Context: an optimization exercise on an open-source flow, tuned for small area, a short achievable clock period and few clock cycles per item. The choices shown serve that exercise and are no tape-out recipe.
At most, simulation tests tie the RTL to the original design; equivalence was not proved.

## the reference run
Design alpha_gain_position_tracker, start of the top module:
module alpha_gain_position_tracker (
  input  wire logic                 clk,
  input  wire logic                 rst_n,
  input  wire logic                 cfg_we,
  input  wire logic [1:0]           cfg_index,
  input  wire logic [15:0]          cfg_data,
  input  wire logic                 in_valid,
  output logic                      in_stall,
  input  wire logic [32:0]          in_data,
  output logic                      out_valid,
  input  wire logic                 out_stall,
  output logic [32:0]               out_data
);
For scale: roughly 340 flip-flops, about 91 I/O pins, about 46000 um2 of cells after synthesis.
export LEC_CHECK = 0
export ABC_AREA = 1
export CAP_MARGIN = 20
export CORE_MARGIN = 2
export CORE_UTILIZATION = 50
export SETUP_SLACK_MARGIN = 4.5
export SLEW_MARGIN = 20
create_clock -name core_clock -period 10.5 [get_ports {clk}]
run.sh (not shown) runs the stock make flow with config.mk's settings and CLKGATE_MAP_FILE= SYNTH_SCRIPT=/design/flow/synth_recipe.tcl, a recipe that flattens the netlist after the stock synthesis.
Testbench counts of the reference run, summed over its fixed seeds: cycles 17,844, frames 3,200.
Input changes introduced in the trial run (baseline for comparison: the reference run):
-- flow/design.v --
<<< the reference run, line 168
  logic [15:0]               pn_r, mn_r, vg_r;
  logic [2:0]                seq_r;
  logic                      t0_r, t1_r;
  logic                      seeded_r;
  logic                      epa_r;         
>>> the trial run, line 168
  logic [15:0]               pn_r, mn_r, vg_r;
  logic [2:0]                seq_r;
  logic                      seeded_r;
  logic                      epa_r;         
<<< the reference run, line 218
  );
  always_ff @(posedge clk) benc_r <= a_enc;
  always_ff @(posedge clk) begin
    t0_r <= !rst_n || (seq_r == T0 && !go_ps && !go_c) || seq_r == T5 ||
            seq_r == TP || seq_r == TS;
    t1_r <= rst_n && go_c;
  end
  agpt_mul #(.ND(9), .BW(MB_W), .PW(PW)) u_mul (
    .d (benc_r),
>>> the trial run, line 217
  );
  always_ff @(posedge clk) benc_r <= a_enc;
  logic                      t0_r;
  always_ff @(posedge clk)
    t0_r <= !rst_n || (seq_r == T0 && !go_ps && !go_c) || seq_r == T5 ||
            seq_r == TP || seq_r == TS;
  agpt_mul #(.ND(9), .BW(MB_W), .PW(PW)) u_mul (
    .d (benc_r),
<<< the reference run, line 245
  logic [DEN_W-1:0]          dsum;
  logic [DEN_W+1:0]          dsum3;
  assign load_c  = t1_r;              
  assign p_upd   = (go_ps && !epa_r) || early_p;
  assign ld_fix  = (vst_r == V_FIX);
>>> the trial run, line 243
  logic [DEN_W-1:0]          dsum;
  logic [DEN_W+1:0]          dsum3;
  assign load_c  = (seq_r == T1);
  assign p_upd   = (go_ps && !epa_r) || early_p;
  assign ld_fix  = (vst_r == V_FIX);
Findings:
- Aggregate routed wire length for the trial run: 1.4% down relative to the reference run
- The trial run vs. the reference run: final area saw little to no change, number of unique standard cell types used by synthesis saw a decrease, via count saw little to no change, final hold slack saw an increase.
- Run comparison: the trial run kind of critical path reg -> out; the reference run kind of critical path reg -> reg
Testbench counts of the trial run, summed over its fixed seeds: cycles 17,844, frames 3,200.

--- another note on this design; it stands on its own ---

==> flow/design.v (excerpt) <==
module alpha_gain_position_tracker (
  input  wire logic                 clk,
  input  wire logic                 rst_n,
  input  wire logic                 cfg_we,
  input  wire logic [1:0]           cfg_index,
  input  wire logic [15:0]          cfg_data,
  input  wire logic                 in_valid,
  output logic                      in_stall,
  input  wire logic [32:0]          in_data,
  output logic                      out_valid,
  input  wire logic                 out_stall,
  output logic [32:0]               out_data
);
  localparam int POS_W  = 24;
  localparam int STEP_W = 21;
  localparam int VAR_W  = 24;
  localparam int DEN_W  = 25;
  localparam int MB_W   = 25;           
  localparam int PW     = 18 + MB_W;    
  localparam int NIT    = 4;            
  localparam int CNT_W  = 2;
  localparam logic [2:0] T0 = 3'd0;
  localparam logic [2:0] T1 = 3'd1;
  localparam logic [2:0] T2 = 3'd2;
  localparam logic [2:0] T3 = 3'd3;
  localparam logic [2:0] T4 = 3'd4;
  localparam logic [2:0] T5 = 3'd5;
  localparam logic [2:0] TP = 3'd6;     
  localparam logic [1:0] V_IDLE = 2'd0;
  localparam logic [1:0] V_RUN  = 2'd1;
  ...
For scale: roughly 6700 cells after synthesis, ~340 flip-flops, ~46000 um2 of cells after synthesis.
export LEC_CHECK = 0
export ABC_AREA = 1
export CAP_MARGIN = 20
export CORE_MARGIN = 2
export CORE_UTILIZATION = 50
export SETUP_SLACK_MARGIN = 4.2
export SLEW_MARGIN = 20
create_clock -name core_clock -period 10.5 [get_ports {clk}]
run.sh (not shown) runs the stock make flow with config.mk's settings and CLKGATE_MAP_FILE= SYNTH_SCRIPT=/design/flow/synth_recipe.tcl, a recipe that flattens the netlist after the stock synthesis.
The baseline passed the timing, design-rule and antenna checks.
Then changed:
PLACE_DENSITY = 0.75   (was default)
SETUP_SLACK_MARGIN = 4.5   (was 4.2)
Result: Cell area increases slightly. Count of clock-buffer cells in the layout fell by 10. Hold slack stays flat. Die area is unchanged. Wire length drops by a few percent. Worst setup slack gets better by 0.23 ns.
Function was not checked in any run of this note: the RTL went through the layout flow alone.

* * *

Another version of the RTL of alpha_gain_position_tracker (not shown whole).
Size in the first run: ~6,600 cells after synthesis, ~340 flip-flops, roughly 91 I/O pins, ~46,000 um^2 of cells after synthesis.
Settings: LEC_CHECK=0, ABC_AREA=1, CAP_MARGIN=5, CORE_MARGIN=2, CORE_UTILIZATION=50, PLACE_DENSITY=0.75, SETUP_SLACK_MARGIN=4.5, SLEW_MARGIN=5; clock period 10.5 ns.
Testbench counts at the start, summed over its fixed seeds: cycles 17,844, frames 3,200.
Then changed:
--- a/flow/config.mk
+++ b/flow/config.mk
@@ -10,3 +10,3 @@
 export CORE_MARGIN = 2
-export CORE_UTILIZATION = 50
+export CORE_UTILIZATION = 60
 export PLACE_DENSITY = 0.75
Outcome:
- The changed run ran to the end with no violations
- worst setup slack is worse by 69 ps
- cell count falls by 2.0%
- non-clock buffer count goes up by 43

-- re-timing with driven ports --
The results above use ideal ports. As a check the final layouts listed here were re-extracted and re-timed, cells and wires unchanged.
Step 1 assumes that a clkbuf_16 drives the clock port and a buf_2 every other input.
Step 2 times the ports against the registers' clock, not the clock port: input delays grow and output delays shrink by t, the midpoint of the rising clock arrivals with the driver on.
Slacks: no drivers / after step 1 / after step 2; pairs: no drivers / after step 1.
run	t, ns	setup WS [ns]	worst data-port slew with drivers (ns)
the reference run	0.665	4.582 / 4.550 / 4.174	0.04
the trial run	0.669	4.573 / 4.502 / 4.244	0.07
the first run of note 2	0.649	4.326 / 4.260 / 4.171	0.06
the second run of note 2	0.637	4.557 / 4.492 / 4.236	0.05
the first run of note 3	0.653	4.617 / 4.556 / 4.341	0.06
the second run of note 3	0.656	4.547 / 4.481 / 4.225	0.07
After both steps every run listed still meets setup and hold. The setup slack of the reference run, which loses most, moves by -0.032 ns with the drivers and by -0.408 ns with both steps.
